Context: an optimization exercise on an open-source flow, tuned for small area. The choices shown serve that exercise and are no tape-out recipe.
In this exercise RTL edits were held to simulation tests only and were not proved equivalent to the original.
Power and IR drop assume default switching activity.

**design.v**
```verilog
package matrix_accel_pkg;
  localparam int unsigned WORD_W     = 32;
  localparam int unsigned SIZE_W     = 16;
  localparam int unsigned DEF_ADDR_W = 14;
  localparam int unsigned SA_W = 10;
  localparam int unsigned SB_W = 10;
  localparam int unsigned SC_W = 12;
  localparam logic [11:0] B_BASE_W = 12'd1024;
endpackage
module add_fa (input logic a, b, c, output logic s, co);
  assign s  = a ^ b ^ c;
  assign co = (a & b) | (a & c) | (b & c);
endmodule
module add_ha (input logic a, b, output logic s, co);
  assign s  = a ^ b;
  assign co = a & b;
endmodule
module mul_a (
  input  logic [9:0] xn,
  input  logic [9:0] yn,
  output logic [9:0] p,
  output logic        ovf
);
  logic s1;
  logic c2;
  add_fa u_s1 (.a(~(xn[0] | yn[0])), .b(~(xn[0] | yn[1])), .c(~(xn[1] | yn[0])), .s(s1), .co(c2));
  logic s3;
  logic c4;
  add_fa u_s3 (.a(~(xn[0] | yn[2])), .b(~(xn[1] | yn[1])), .c(~(xn[2] | yn[0])), .s(s3), .co(c4));
  logic s5;
  logic c6;
  add_fa u_s5 (.a(~(xn[0] | yn[3])), .b(~(xn[1] | yn[2])), .c(~(xn[2] | yn[1])), .s(s5), .co(c6));
  logic s7;
  logic c8;
  add_fa u_s7 (.a(~(xn[3] | yn[0])), .b(c4), .c(s5), .s(s7), .co(c8));
  logic s9;
  logic c10;
  add_fa u_s9 (.a(~(xn[0] | yn[4])), .b(~(xn[1] | yn[3])), .c(~(xn[2] | yn[2])), .s(s9), .co(c10));
  logic s11;
  logic c12;
  add_fa u_s11 (.a(~(xn[3] | yn[1])), .b(~(xn[4] | yn[0])), .c(c6), .s(s11), .co(c12));
  logic s13;
  logic c14;
  add_fa u_s13 (.a(s9), .b(s11), .c(c8), .s(s13), .co(c14));
  logic s15;
  logic c16;
  add_fa u_s15 (.a(~(xn[0] | yn[5])), .b(~(xn[1] | yn[4])), .c(~(xn[2] | yn[3])), .s(s15), .co(c16));
  logic s17;
  logic c18;
  add_fa u_s17 (.a(~(xn[3] | yn[2])), .b(~(xn[4] | yn[1])), .c(~(xn[5] | yn[0])), .s(s17), .co(c18));
  logic s19;
  logic c20;
  add_fa u_s19 (.a(c10), .b(s15), .c(s17), .s(s19), .co(c20));
  logic s21;
  logic c22;
  add_fa u_s21 (.a(c12), .b(s19), .c(c14), .s(s21), .co(c22));
  logic s23;
  logic c24;
  add_fa u_s23 (.a(~(xn[0] | yn[6])), .b(~(xn[1] | yn[5])), .c(~(xn[2] | yn[4])), .s(s23), .co(c24));
  logic s25;
  logic c26;
  add_fa u_s25 (.a(~(xn[3] | yn[3])), .b(~(xn[4] | yn[2])), .c(~(xn[5] | yn[1])), .s(s25), .co(c26));
  logic s27;
  logic c28;
  add_fa u_s27 (.a(~(xn[6] | yn[0])), .b(c16), .c(c18), .s(s27), .co(c28));
  logic s29;
  logic c30;
  add_fa u_s29 (.a(s23), .b(s25), .c(s27), .s(s29), .co(c30));
  logic s31;
  logic c32;
  add_fa u_s31 (.a(c20), .b(s29), .c(c22), .s(s31), .co(c32));
  logic s33;
  logic c34;
  add_fa u_s33 (.a(~(xn[0] | yn[7])), .b(~(xn[1] | yn[6])), .c(~(xn[2] | yn[5])), .s(s33), .co(c34));
  logic s35;
  logic c36;
  add_fa u_s35 (.a(~(xn[3] | yn[4])), .b(~(xn[4] | yn[3])), .c(~(xn[5] | yn[2])), .s(s35), .co(c36));
  logic s37;
  logic c38;
  add_fa u_s37 (.a(~(xn[6] | yn[1])), .b(~(xn[7] | yn[0])), .c(c24), .s(s37), .co(c38));
  logic s39;
  logic c40;
  add_fa u_s39 (.a(c26), .b(s33), .c(s35), .s(s39), .co(c40));
  logic s41;
  logic c42;
  add_fa u_s41 (.a(c28), .b(s37), .c(s39), .s(s41), .co(c42));
  logic s43;
  logic c44;
  add_fa u_s43 (.a(c30), .b(s41), .c(c32), .s(s43), .co(c44));
  logic s45;
  logic c46;
  add_fa u_s45 (.a(~(xn[0] | yn[8])), .b(~(xn[1] | yn[7])), .c(~(xn[2] | yn[6])), .s(s45), .co(c46));
  logic s47;
  logic c48;
  add_fa u_s47 (.a(~(xn[3] | yn[5])), .b(~(xn[4] | yn[4])), .c(~(xn[5] | yn[3])), .s(s47), .co(c48));
  logic s49;
  logic c50;
  add_fa u_s49 (.a(~(xn[6] | yn[2])), .b(~(xn[7] | yn[1])), .c(~(xn[8] | yn[0])), .s(s49), .co(c50));
  logic s51;
  logic c52;
  add_fa u_s51 (.a(c34), .b(c36), .c(s45), .s(s51), .co(c52));
  logic s53;
  logic c54;
  add_fa u_s53 (.a(s47), .b(s49), .c(c38), .s(s53), .co(c54));
  logic s55;
  logic c56;
  add_fa u_s55 (.a(c40), .b(s51), .c(s53), .s(s55), .co(c56));
  logic s57;
  logic c58;
  add_fa u_s57 (.a(c42), .b(s55), .c(c44), .s(s57), .co(c58));
  logic s59;
  logic c60;
  add_fa u_s59 (.a(~(xn[0] | yn[9])), .b(~(xn[1] | yn[8])), .c(~(xn[2] | yn[7])), .s(s59), .co(c60));
  logic s61;
  logic c62;
  add_fa u_s61 (.a(~(xn[3] | yn[6])), .b(~(xn[4] | yn[5])), .c(~(xn[5] | yn[4])), .s(s61), .co(c62));
  logic s63;
  logic c64;
  add_fa u_s63 (.a(~(xn[6] | yn[3])), .b(~(xn[7] | yn[2])), .c(~(xn[8] | yn[1])), .s(s63), .co(c64));
  logic s65;
  logic c66;
  add_fa u_s65 (.a(~(xn[9] | yn[0])), .b(c46), .c(c48), .s(s65), .co(c66));
  logic s67;
  logic c68;
  add_fa u_s67 (.a(c50), .b(s59), .c(s61), .s(s67), .co(c68));
  logic s69;
  logic c70;
  add_fa u_s69 (.a(s63), .b(s65), .c(c52), .s(s69), .co(c70));
  logic s71;
  logic c72;
  add_fa u_s71 (.a(s67), .b(c54), .c(s69), .s(s71), .co(c72));
  logic s73;
  logic c74;
  add_fa u_s73 (.a(c56), .b(s71), .c(c58), .s(s73), .co(c74));
  logic s75;
  logic c76;
  add_ha u_s75 (.a(c2), .b(s3), .s(s75), .co(c76));
  logic s77;
  logic c78;
  add_ha u_s77 (.a(s7), .b(c76), .s(s77), .co(c78));
  logic s79;
  logic c80;
  add_ha u_s79 (.a(s13), .b(c78), .s(s79), .co(c80));
  logic s81;
  logic c82;
  add_ha u_s81 (.a(s21), .b(c80), .s(s81), .co(c82));
  logic s83;
  logic c84;
  add_ha u_s83 (.a(s31), .b(c82), .s(s83), .co(c84));
  logic s85;
  logic c86;
  add_ha u_s85 (.a(s43), .b(c84), .s(s85), .co(c86));
  logic s87;
  logic c88;
  add_ha u_s87 (.a(s57), .b(c86), .s(s87), .co(c88));
  logic s89;
  logic c90;
  add_ha u_s89 (.a(s73), .b(c88), .s(s89), .co(c90));
  assign p = {s89, s87, s85, s83, s81, s79, s77, s75, s1, (xn[0] | yn[0])};
  assign ovf = c60 | c62 | c64 | c66 | c68 | c70 | c72 | c74 | c90;
endmodule
module mul_b (
  input  logic [9:0] xn,
  input  logic [11:0] yn,
  output logic [11:0] p,
  output logic        ovf
);
  logic s1;
  logic c2;
  add_fa u_s1 (.a(~(xn[0] | yn[2])), .b(~(xn[1] | yn[1])), .c(~(xn[2] | yn[0])), .s(s1), .co(c2));
  logic s3;
  logic c4;
  add_fa u_s3 (.a(~(xn[0] | yn[3])), .b(~(xn[1] | yn[2])), .c(~(xn[2] | yn[1])), .s(s3), .co(c4));
  logic s5;
  logic c6;
  add_fa u_s5 (.a(~(xn[3] | yn[0])), .b(c2), .c(s3), .s(s5), .co(c6));
  logic s7;
  logic c8;
  add_fa u_s7 (.a(~(xn[0] | yn[4])), .b(~(xn[1] | yn[3])), .c(~(xn[2] | yn[2])), .s(s7), .co(c8));
  logic s9;
  logic c10;
  add_fa u_s9 (.a(~(xn[3] | yn[1])), .b(~(xn[4] | yn[0])), .c(c4), .s(s9), .co(c10));
  logic s11;
  logic c12;
  add_fa u_s11 (.a(s7), .b(s9), .c(c6), .s(s11), .co(c12));
  logic s13;
  logic c14;
  add_fa u_s13 (.a(~(xn[0] | yn[5])), .b(~(xn[1] | yn[4])), .c(~(xn[2] | yn[3])), .s(s13), .co(c14));
  logic s15;
  logic c16;
  add_fa u_s15 (.a(~(xn[3] | yn[2])), .b(~(xn[4] | yn[1])), .c(~(xn[5] | yn[0])), .s(s15), .co(c16));
  logic s17;
  logic c18;
  add_fa u_s17 (.a(c8), .b(s13), .c(s15), .s(s17), .co(c18));
  logic s19;
  logic c20;
  add_fa u_s19 (.a(c10), .b(s17), .c(c12), .s(s19), .co(c20));
  logic s21;
  logic c22;
  add_fa u_s21 (.a(~(xn[0] | yn[6])), .b(~(xn[1] | yn[5])), .c(~(xn[2] | yn[4])), .s(s21), .co(c22));
  logic s23;
  logic c24;
  add_fa u_s23 (.a(~(xn[3] | yn[3])), .b(~(xn[4] | yn[2])), .c(~(xn[5] | yn[1])), .s(s23), .co(c24));
  logic s25;
  logic c26;
  add_fa u_s25 (.a(~(xn[6] | yn[0])), .b(c14), .c(c16), .s(s25), .co(c26));
  logic s27;
  logic c28;
  add_fa u_s27 (.a(s21), .b(s23), .c(s25), .s(s27), .co(c28));
  logic s29;
  logic c30;
  add_fa u_s29 (.a(c18), .b(s27), .c(c20), .s(s29), .co(c30));
  logic s31;
  logic c32;
  add_fa u_s31 (.a(~(xn[0] | yn[7])), .b(~(xn[1] | yn[6])), .c(~(xn[2] | yn[5])), .s(s31), .co(c32));
  logic s33;
  logic c34;
  add_fa u_s33 (.a(~(xn[3] | yn[4])), .b(~(xn[4] | yn[3])), .c(~(xn[5] | yn[2])), .s(s33), .co(c34));
  logic s35;
  logic c36;
  add_fa u_s35 (.a(~(xn[6] | yn[1])), .b(~(xn[7] | yn[0])), .c(c22), .s(s35), .co(c36));
  logic s37;
  logic c38;
  add_fa u_s37 (.a(c24), .b(s31), .c(s33), .s(s37), .co(c38));
  logic s39;
  logic c40;
  add_fa u_s39 (.a(c26), .b(s35), .c(s37), .s(s39), .co(c40));
  logic s41;
  logic c42;
  add_fa u_s41 (.a(c28), .b(s39), .c(c30), .s(s41), .co(c42));
  logic s43;
  logic c44;
  add_fa u_s43 (.a(~(xn[0] | yn[8])), .b(~(xn[1] | yn[7])), .c(~(xn[2] | yn[6])), .s(s43), .co(c44));
  logic s45;
  logic c46;
  add_fa u_s45 (.a(~(xn[3] | yn[5])), .b(~(xn[4] | yn[4])), .c(~(xn[5] | yn[3])), .s(s45), .co(c46));
  logic s47;
  logic c48;
  add_fa u_s47 (.a(~(xn[6] | yn[2])), .b(~(xn[7] | yn[1])), .c(~(xn[8] | yn[0])), .s(s47), .co(c48));
  logic s49;
  logic c50;
  add_fa u_s49 (.a(c32), .b(c34), .c(s43), .s(s49), .co(c50));
  logic s51;
  logic c52;
  add_fa u_s51 (.a(s45), .b(s47), .c(c36), .s(s51), .co(c52));
  logic s53;
  logic c54;
  add_fa u_s53 (.a(c38), .b(s49), .c(s51), .s(s53), .co(c54));
  logic s55;
  logic c56;
  add_fa u_s55 (.a(c40), .b(s53), .c(c42), .s(s55), .co(c56));
  logic s57;
  logic c58;
  add_fa u_s57 (.a(~(xn[0] | yn[9])), .b(~(xn[1] | yn[8])), .c(~(xn[2] | yn[7])), .s(s57), .co(c58));
  logic s59;
  logic c60;
  add_fa u_s59 (.a(~(xn[3] | yn[6])), .b(~(xn[4] | yn[5])), .c(~(xn[5] | yn[4])), .s(s59), .co(c60));
  logic s61;
  logic c62;
  add_fa u_s61 (.a(~(xn[6] | yn[3])), .b(~(xn[7] | yn[2])), .c(~(xn[8] | yn[1])), .s(s61), .co(c62));
  logic s63;
  logic c64;
  add_fa u_s63 (.a(~(xn[9] | yn[0])), .b(c44), .c(c46), .s(s63), .co(c64));
  logic s65;
  logic c66;
  add_fa u_s65 (.a(c48), .b(s57), .c(s59), .s(s65), .co(c66));
  logic s67;
  logic c68;
  add_fa u_s67 (.a(s61), .b(s63), .c(c50), .s(s67), .co(c68));
  logic s69;
  logic c70;
  add_fa u_s69 (.a(s65), .b(c52), .c(s67), .s(s69), .co(c70));
  logic s71;
  logic c72;
  add_fa u_s71 (.a(c54), .b(s69), .c(c56), .s(s71), .co(c72));
  logic s73;
  logic c74;
  add_fa u_s73 (.a(~(xn[0] | yn[10])), .b(~(xn[1] | yn[9])), .c(~(xn[2] | yn[8])), .s(s73), .co(c74));
  logic s75;
  logic c76;
  add_fa u_s75 (.a(~(xn[3] | yn[7])), .b(~(xn[4] | yn[6])), .c(~(xn[5] | yn[5])), .s(s75), .co(c76));
  logic s77;
  logic c78;
  add_fa u_s77 (.a(~(xn[6] | yn[4])), .b(~(xn[7] | yn[3])), .c(~(xn[8] | yn[2])), .s(s77), .co(c78));
  logic s79;
  logic c80;
  add_fa u_s79 (.a(~(xn[9] | yn[1])), .b(c58), .c(c60), .s(s79), .co(c80));
  logic s81;
  logic c82;
  add_fa u_s81 (.a(c62), .b(s73), .c(s75), .s(s81), .co(c82));
  logic s83;
  logic c84;
  add_fa u_s83 (.a(s77), .b(c64), .c(s79), .s(s83), .co(c84));
  logic s85;
  logic c86;
  add_fa u_s85 (.a(c66), .b(s81), .c(c68), .s(s85), .co(c86));
  logic s87;
  logic c88;
  add_fa u_s87 (.a(s83), .b(s85), .c(c70), .s(s87), .co(c88));
  logic s89;
  logic c90;
  add_fa u_s89 (.a(~(xn[0] | yn[11])), .b(~(xn[1] | yn[10])), .c(~(xn[2] | yn[9])), .s(s89), .co(c90));
  logic s91;
  logic c92;
  add_fa u_s91 (.a(~(xn[3] | yn[8])), .b(~(xn[4] | yn[7])), .c(~(xn[5] | yn[6])), .s(s91), .co(c92));
  logic s93;
  logic c94;
  add_fa u_s93 (.a(~(xn[6] | yn[5])), .b(~(xn[7] | yn[4])), .c(~(xn[8] | yn[3])), .s(s93), .co(c94));
  logic s95;
  logic c96;
  add_fa u_s95 (.a(~(xn[9] | yn[2])), .b(c74), .c(c76), .s(s95), .co(c96));
  logic s97;
  logic c98;
  add_fa u_s97 (.a(c78), .b(s89), .c(s91), .s(s97), .co(c98));
  logic s99;
  logic c100;
  add_fa u_s99 (.a(s93), .b(c80), .c(s95), .s(s99), .co(c100));
  logic s101;
  logic c102;
  add_fa u_s101 (.a(c82), .b(s97), .c(c84), .s(s101), .co(c102));
  logic s103;
  logic c104;
  add_fa u_s103 (.a(s99), .b(c86), .c(s101), .s(s103), .co(c104));
  logic s105;
  logic c106;
  add_ha u_s105 (.a(~(xn[0] | yn[1])), .b(~(xn[1] | yn[0])), .s(s105), .co(c106));
  logic s107;
  logic c108;
  add_ha u_s107 (.a(s1), .b(c106), .s(s107), .co(c108));
  logic s109;
  logic c110;
  add_ha u_s109 (.a(s5), .b(c108), .s(s109), .co(c110));
  logic s111;
  logic c112;
  add_ha u_s111 (.a(s11), .b(c110), .s(s111), .co(c112));
  logic s113;
  logic c114;
  add_ha u_s113 (.a(s19), .b(c112), .s(s113), .co(c114));
  logic s115;
  logic c116;
  add_ha u_s115 (.a(s29), .b(c114), .s(s115), .co(c116));
  logic s117;
  logic c118;
  add_ha u_s117 (.a(s41), .b(c116), .s(s117), .co(c118));
  logic s119;
  logic c120;
  add_ha u_s119 (.a(s55), .b(c118), .s(s119), .co(c120));
  logic s121;
  logic c122;
  add_ha u_s121 (.a(s71), .b(c120), .s(s121), .co(c122));
  logic s123;
  logic c124;
  add_fa u_s123 (.a(c72), .b(s87), .c(c122), .s(s123), .co(c124));
  logic s125;
  logic c126;
  add_fa u_s125 (.a(c88), .b(s103), .c(c124), .s(s125), .co(c126));
  assign p = {s125, s123, s121, s119, s117, s115, s113, s111, s109, s107, s105, ~(xn[0] | yn[0])};
  assign ovf = c90 | c92 | c94 | c96 | c98 | c100 | c102 | c104 | c126;
endmodule
module matrix_sram_loader
(
  input  logic              clk,
  input  logic              rst,
  input  logic              cfg_valid,
  output logic              cfg_ready,
  input  logic [15:0]       cfg_size_a,
  input  logic [15:0]       cfg_size_b,
  input  logic [15:0]       cfg_size_c,
  input  logic [31:0]       s_data,
  input  logic              s_valid,
  output logic              s_ready,
  output logic [13:0]       avm_address,
  output logic              avm_chipselect,
  output logic              avm_write,
  output logic [31:0]       avm_writedata,
  output logic [3:0]        avm_byteenable,
  input  logic              avm_waitrequest,
  output logic              mult_start,
  input  logic              mult_valid,
  output logic              busy,
  output logic              error
);
  localparam int unsigned SA_W = matrix_accel_pkg::SA_W;
  localparam int unsigned SB_W = matrix_accel_pkg::SB_W;
  localparam int unsigned SC_W = matrix_accel_pkg::SC_W;
  localparam logic [2:0] ST_IDLE0 = 3'b000;
  localparam logic [2:0] ST_IDLE  = 3'b001;
  localparam logic [2:0] ST_HDR   = 3'b010;
  localparam logic [2:0] ST_LOADA = 3'b110;
  localparam logic [2:0] ST_LOADB = 3'b111;
  localparam logic [2:0] ST_START = 3'b100;
  localparam logic [2:0] ST_WAIT  = 3'b101;
  logic [2:0]      st_q, st_d;
  logic [SA_W-1:0] sa_q;
  logic [SB_W-1:0] sb_q;
  logic [SC_W-1:0] sc_q;
  logic            error_q;
  logic            wr_q, wr_d;
  logic [11:0]     wa_q, wa_d;    
  logic [31:0]     wd_q, wd_d;
  logic            st_idle, st_busy, st_load, st_loadb;
  logic            wr_done, wr_req, reject, last;
  logic [SA_W-1:0] ma;
  logic [SB_W-1:0] mb;
  logic [SC_W-1:0] mc;
  logic [9:0]      pa;
  logic [11:0]     pb;
  logic            ovf_a, ovf_b;
  logic [12:0]     wa_inc;
  assign st_idle  = (st_q == ST_IDLE);
  assign st_busy  = st_q[2] | st_q[1];
  assign st_load  = st_q[2] & st_q[1];
  assign st_loadb = (st_q == ST_LOADB);
  assign wr_done  = wr_q & ~avm_waitrequest;
  assign wa_inc   = 13'(wa_q) + 13'd1;
  assign ma = st_busy ? sa_q : cfg_size_a[SA_W-1:0];
  assign mb = st_busy ? sb_q : cfg_size_b[SB_W-1:0];
  assign mc = st_busy ? sc_q : cfg_size_c[SC_W-1:0];
  mul_a u_mul_a (
    .xn(~mb), .yn(~ma), .p(pa), .ovf(ovf_a)
  );
  mul_b u_mul_b (
    .xn(~mb), .yn(~mc), .p(pb), .ovf(ovf_b)
  );
  logic hi_pp;
  always_comb begin
    hi_pp = 1'b0;
    for (int i = 1; i < SB_W; i++)
      hi_pp |= mb[i] & ((|(ma >> (10 - i))) | (|(mc >> (12 - i))));
  end
  assign reject = (cfg_size_a[SA_W-1:0] == '0) | (cfg_size_b[SB_W-1:0] == '0) |
                  (cfg_size_c[SC_W-1:0] == '0) |
                  (|cfg_size_a[15:SA_W]) | (|cfg_size_b[15:SB_W]) | (|cfg_size_c[15:SC_W]) |
                  hi_pp | ovf_a | ovf_b | (pb[11] & pb[10] & (|pb[9:0]));
  assign last = st_loadb ? ({wa_inc[12:10] - 3'd1, wa_inc[9:0]} == {1'b0, pb})
                         : (wa_q[9:0] == pa);
  logic sel_s, sel_h0, sel_h1, sel_hold, b_first;
  assign sel_s    = st_load & s_valid & ~wr_q;          
  assign sel_h0   = (st_q == ST_HDR) & ~wr_q;            
  assign sel_h1   = (st_q == ST_HDR) & wr_done & ~wa_q[0];   
  assign sel_hold = ~(sel_s | sel_h0 | sel_h1);
  assign wr_req   = ~sel_hold;
  assign b_first  = st_loadb & (wa_q[11:10] == 2'b00);   
  assign wa_d = ({12{sel_hold}} & wa_q) |
                ({12{sel_h1 | (sel_s & ~b_first)}} & wa_inc[11:0]) |
                ({12{sel_s & b_first}} & matrix_accel_pkg::B_BASE_W);
  assign wd_d = ({32{sel_hold}} & wd_q) |
                ({32{sel_s}} & s_data) |
                ({32{sel_h0}} & {{(16-SB_W){1'b0}}, sb_q, {(16-SA_W){1'b0}}, sa_q}) |
                ({32{sel_h1}} & {{(32-SC_W){1'b0}}, sc_q});
  assign wr_d = wr_req | (wr_q & avm_waitrequest);
  always_comb begin
    st_d = st_q;
    case (st_q)
      ST_IDLE0: st_d = ST_IDLE;
      ST_IDLE:  if (cfg_valid && !reject) st_d = ST_HDR;
      ST_HDR:   if (wr_done && wa_q[0]) st_d = ST_LOADA;
      ST_LOADA, ST_LOADB:
        if (wr_done && last) st_d = st_loadb ? ST_START : ST_LOADB;
      ST_START: st_d = ST_WAIT;
      ST_WAIT:  if (mult_valid) st_d = ST_IDLE;
      default:  st_d = ST_IDLE;
    endcase
  end
  always_ff @(posedge clk or posedge rst) begin
    if (rst) begin
      st_q    <= ST_IDLE0;
      error_q <= 1'b0;
      wr_q    <= 1'b0;
      wa_q    <= '0;
      wd_q    <= '0;
    end else begin
      st_q    <= st_d;
      error_q <= st_idle & cfg_valid & reject;
      wr_q    <= wr_d;
      wa_q    <= wa_d;
      wd_q    <= wd_d;
    end
  end
  always_ff @(posedge clk) begin
    sa_q <= ma;
    sb_q <= mb;
    sc_q <= mc;
  end
  assign cfg_ready      = st_idle;
  assign busy           = st_busy;
  assign mult_start     = (st_q == ST_START);
  assign s_ready        = st_load & ~wr_q;
  assign error          = error_q;
  assign avm_address    = {wa_q, 2'b00};
  assign avm_write      = wr_q;
  assign avm_chipselect = wr_q;
  assign avm_writedata  = wd_q;
  assign avm_byteenable = {4{wr_q}};
endmodule
```
**flow/run.sh**
```bash
#!/bin/bash
# The standard layout (standard.sh, with the standard synthesis
# unchanged), with changes that only pick smaller cells:
# - the port buffers are buf_1 cells;
# - clock tree synthesis uses clkbuf_8 cells and adds no dummy loads;
# - before the resizer's slew/capacitance repair after placement, every cell
#   gets the smallest drive strength of its own function (pre_resize.tcl),
#   so only the sizes that timing and electrical rules need are restored.
# All tool output goes to standard.log and the ORFS logs under orfs/logs.
export BUFFER_PORTS_ARGS="-buffer_cell sky130_fd_sc_hd__buf_1"
export CTS_ARGS="-sink_clustering_enable -repair_clock_nets -dont_use_dummy_load -buf_list sky130_fd_sc_hd__clkbuf_8"
export PRE_RESIZE_TCL="$PWD/flow/pre_resize.tcl"
bash standard.sh > standard.log 2>&1
```
**flow/pre_resize.tcl**
```tcl
# Before the resizer repairs slew, capacitance and fanout: give every cell
# the smallest drive strength of its own function (same base cell name), so
# that only the repairs that timing and electrical rules need remain.
set dont_use $::env(DONT_USE_CELLS)
set masters [dict create]
foreach lib [[ord::get_db] getLibs] {
  foreach master [$lib getMasters] {
    set name [$master getName]
    if {[lsearch -exact $dont_use $name] >= 0} { continue }
    if {[regexp {^(sky130_fd_sc_hd__[a-z0-9]+)_([0-9]+)$} $name -> base drive]} {
      if {![dict exists $masters $base] ||
          [$master getWidth] < [[dict get $masters $base] getWidth]} {
        dict set masters $base $master
      }
    }
  }
}
set swapped 0
foreach inst [[ord::get_db_block] getInsts] {
  set master [$inst getMaster]
  if {[$master getType] ne "CORE"} { continue }
  if {![regexp {^(sky130_fd_sc_hd__[a-z0-9]+)_([0-9]+)$} [$master getName] -> base drive]} { continue }
  if {![dict exists $masters $base]} { continue }
  set small [dict get $masters $base]
  if {[$small getWidth] < [$master getWidth]} {
    $inst swapMaster $small
    incr swapped
  }
}
puts "pre_resize: gave $swapped cells a smaller drive strength"
```
**standard.sh**
```bash
#!/bin/bash
# synth_recipe.tcl (not shown) runs the flow's synth.tcl, then flattens the netlist and writes it again
# the make line also repeats each setting of config.mk as NAME=value (left out here)
make -C /OpenROAD-flow-scripts/flow DESIGN_CONFIG=/design/flow/config.mk WORK_HOME=/design/flow/orfs CLKGATE_MAP_FILE= SYNTH_SCRIPT=/design/flow/synth_recipe.tcl "${@:-finish}"
```
**config.mk**
```make
export PLATFORM = sky130hd
export DESIGN_NAME = matrix_sram_loader
export DESIGN_NICKNAME = matrix_sram_loader
export VERILOG_FILES = /design/flow/design.v
export SDC_FILE = /design/flow/constraint.sdc
export NUM_CORES = 4
export LEC_CHECK = 0
export CAP_MARGIN = 10
export CORE_MARGIN = 2
export CORE_UTILIZATION = 80
export SLEW_MARGIN = 10
export SYNTH_HIERARCHICAL = 1
```
**constraint.sdc**
```tcl
create_clock -name core_clock -period 11.0 [get_ports {clk}]
set_input_delay 2.2000 -clock core_clock [delete_from_list [all_inputs] [get_ports {clk}]]
set_output_delay 2.2000 -clock core_clock [all_outputs]
set_load 0.01 [all_outputs]
```
==> metrics.yaml <==
outcome:
  status: "timing/DRC/antenna clean"
synthesis:
  syn_inst: 734
  ys_seq_area_share_pct: 26.78
  avgSynthCellArea_um2: 9.498
  yosys.area.top_type_share_pct: 26.13
  syn-cell-area_mm2: 0.006972
  synth_ff_type: "dfrtp_1"
  async_reset_ff_share_pct: 60.49
  yosys.cell_types.count: 56
  synth_warnings: 7
  ys_seq_elements: 81
  synth-edff-count: 0
  synth_top_area_cell: "fa_1"
  synthTopCellsByArea: "fa_1 26%, dfrtp_1 18%, dfxtp_1 9.2%"
power_and_ir_drop:
  leakage_uw: 0.003491
  p_per_area_mw_per_mm2: 168.8
  vdd_drop_max_mv: 0.09626
grt:
  grt_pass1_wl_um: 31040
  grt_max_degree: 50
  grtUsageTotal_pct: 41.75
  gr-total-overflow: 0
  grt_pass1_vias: 6264
  antenna_found_initial: 0
worst_hold_path:
  hp-start: "wd_q[6]"
  whs_endpoint: "wd_q[6]"
  hp-class: "reg -> reg"
  holdPathStages: 2
worst_setup_path:
  crit_path_max_incr_delay_ps: 820
  r2r_slack_ps: 1350
  path_depth: 25
  cpMostUsedCell: "fa_1"
  r2r_end: "st_q[0]"
  r2r_cells: 25
  arrival_ps: 9890
  critPathLaunchType: "flop"
  cp_max_fo: 30
  crit_family: "adder cells"
  critPathCaptureType: "flop"
  critical-path-slowest-cell: "buf_1"
  critical_path_class: "reg -> reg"
  worstReg2RegStart: "st_q[2]"
  worst-path-buf-inv: 2
  worstPathRequired_ps: 11230
timing:
  maxSlewViolCount: 0
  tightest_slew_ps: 1226
  fin_worst_skew_ps: 40.81
  fin_setup_tns_ps: 0
  timing.hold.ws_ps: 490.3
  relSlewSlack_pct: 17.62
  final.period_utilization_pct: 87.74
  rsz0062_at_grt: "false"
  setup_viol: 0
  fmax_mhz: 103.6
  final.min_clock_period_ps: 9652
  hold_violations: 0
placement:
  dp_hpwl_um: 14790
  routabilityCongestion: 1.014
  numPortBuffers: 140
route:
  drt_iter0_drc: 699
  drcViolationCount: 0
  via_count: 6228
  post_drt_wl_per_cell_um: 20.60
  drt_wl_total_um: 19280
  avgViaCountPerCell: 6.654
  ant_nets: 0
  dr.pass1.iters: 8
finish:
  multiInputGateArea_mm2: 0.004494
  fin_util_pct: 86.04
  nFillCells: 473
  final-seq-area_mm2: 0.001867
  nets: 1026
  final_layout_size_suffix_gt1_share_pct: 2.657
  antenna_cells: 0
  syn2layout_area_growth_pct: 6.048
floorplanning:
  die_h_um: 97.35
  coreArea_mm2: 0.008593
  initial_core_util_pct: 81.13
  die_width_um: 97.35
  io_pins: 143
  num_rows: 34
  die-area_mm2: 0.009477
cts:
  cts_max_level: 3
  cts_num_sinks: 81
  tritoncts: "yes"
  ctsHoldBuffers: 0
  cts-resized-gates: 0
  clockBufferDepth: 2
  cts-buffers-inserted: 9
  path_clk_slew_ps: 80
  clockRootBuffer: "clkbuf_8"
  post-cts-setup-buffers: 0
  clk_latency_ps: 360
flow_run:
  cap_violations: 0
## placed cells by master, fill, tap and decap left out, types with 2 or more instances in the layout
cell	Yosys	layout
buf_1	2	150
a21oi_1	14	14
nand2b_1	3	3
mux2_2	4	4
inv_1	50	49
nand4_1	7	7
dfxtp_1	32	32
o2111ai_1	2	2
o22ai_1	2	2
a22o_1	11	11
or3_1	2	2
nand3_1	8	8
ha_1	19	19
a22oi_1	2	2
clkbuf_8	0	9
xnor2_1	24	24
conb_1	1	2
buf_2	18	2
nor4_1	23	24
a21o_1	3	3
or4_1	4	4
and3_1	2	2
fa_1	91	91
and2_1	3	3
mux2i_1	27	27
o21ai_0	15	15
inv_2	2	3
nor2_1	157	158
a222oi_1	22	22
nand2_1	41	41
dfrtp_1	49	49
xor2_1	4	4
nor3_1	13	14
o31ai_1	7	7
a31oi_1	2	2
## final cells by class
| cell class | instances | share of cell area (%) |
|---|---|---|
| inverters | 52 | 2.640 |
| clock buffers | 9 | 1.675 |
| repair buffers | 153 | 7.819 |
| multi-input cells | 533 | 60.79 |
| well taps | 108 | 1.828 |
| flip-flops and latches | 81 | 25.25 |
## per-module statistics from Yosys (local to each module, per instance)
module / flops+latches / cell area (um^2) / copies in the design
matrix_sram_loader: 81 / 4164 / 1
add_fa: 0 / 20.02 / 91
mul_b: 0 / 434.2 / 1
mul_a: 0 / 339.1 / 1
add_ha: 0 / 12.51 / 17
## state kept, by name, summed over array words and instances (netlist names)
signal   cells
wd_q        32
sc_q        12
wa_q        12
sa_q        10
sb_q        10
st_q         3
error_q      1
wr_q         1
## power by group
part | internal, uW | total, uW | switching, uW
Clock | 73.3 | 167 | 93.6
Sequential | 355 | 402 | 47.6
Combinational | 304 | 679 | 375
Total | 732 | 1250 | 516
## cells by family after synthesis
| kind of cell | count (synthesis) | synth area share (%) |
|---|---|---|
| mux | 31 | 4.523 |
| buf+inv | 121 | 8.507 |
| flops | 81 | 26.78 |
| xor+xnor | 28 | 3.518 |
| simple gates | 274 | 17.62 |
| fa+ha+maj | 110 | 29.54 |
| other cells | 1 | 0.05379 |
| compound gates | 88 | 9.458 |
## worst reg2reg max path, cell delays in order (launching register included)
cell      delay (ps)
dfrtp_1          600
nor2_1           640
buf_2            780
mux2i_1          270
buf_1            820
nor2_1           170
fa_1             420
fa_1             460
fa_1             420
fa_1             390
fa_1             390
fa_1             400
fa_1             410
fa_1             440
ha_1             220
fa_1             390
fa_1             390
nor2_1           100
nand3_1           70
nor4_1           200
nand3_1          130
nor4_1           380
nand4_1          130
or4_1            460
or3_1            340
a21boi_1         130
## through the flow
stage	setup slack (ps)	std cells	power, uW	cell area, um^2
3_5_place_dp	1166	927	1074	7268
2_1_floorplan	2380	735	966.6	6975
6_report	1348	936	1248	7393
3_3_place_gp	1600	927	1033	7350
4_1_cts	1499	936	1244	7392
5_1_grt	1030	936	1335	7393
## cells in the mapped netlist (all sizes together) (3+ instances only)
cell type,number
a21o,3
mux2,4
nor4,24
buf,50
xor2,4
nor3,14
nor2,158
fa,91
nand2,41
dfxtp,32
or4,4
mux2i,27
nand2b,3
xnor2,24
and2,3
clkbuf,19
nand3,8
o21ai,15
a222oi,22
ha,19
a21oi,14
inv,52
nand4,7
dfrtp,49
o31ai,7
a22o,11
## worst max path at each step
| stage | start | end | slack (ps) |
|---|---|---|---|
| after floorplan | cfg_size_b[0] | st_q[0] | 2380 |
| after global placement | cfg_size_b[1] | st_q[0] | 1600 |
| after detailed placement | cfg_size_b[0] | st_q[0] | 1170 |
| after CTS | st_q[1] | st_q[0] | 1500 |
| after global routing | st_q[1] | st_q[0] | 1030 |
| final | st_q[2] | st_q[0] | 1350 |
## per-layer routing
| layer | vias to the layer above | global-route usage (%) | share of wire (%) |
|---|---|---|---|
| li1 | 2631 | - | - |
| met1 | 3003 | 53.54 | 35 |
| met2 | 489 | 68.75 | 49 |
| met3 | 105 | 7.626 | 10 |
| met4 | 0 | 21.58 | 5.7 |
| met5 | - | 0 | 0 |

port drivers added, routing unchanged:
The flow's constraints put no driver on any port. The routed layout listed below was extracted and timed again, unchanged, in two steps. Step 1: set_driving_cell puts a clkbuf_16 on clk and a buf_2 on each other input, an assumption about the parent block. Step 2 moves the port delays by t, midway between the first and last clock arrival at a register: inputs arrive t later, outputs are due t later. That takes back most of the time a late clock gives input paths. Slacks: ideal / step 1 / step 2; pairs: ideal / step 1.
t, ns: 0.378
setup WS [ns]: 1.348 / 1.348 / 1.010
hold slack, ns: 0.490 / 0.490 / 0.490
latest minus earliest clock arrival (ns): 0.041 / 0.041
worst register clock-pin slew, ns: 0.11 / 0.11
After both steps setup and hold are still met in this run. For this run, drivers alone change the setup slack by 0.000 ns; drivers and shift together by -0.338 ns.
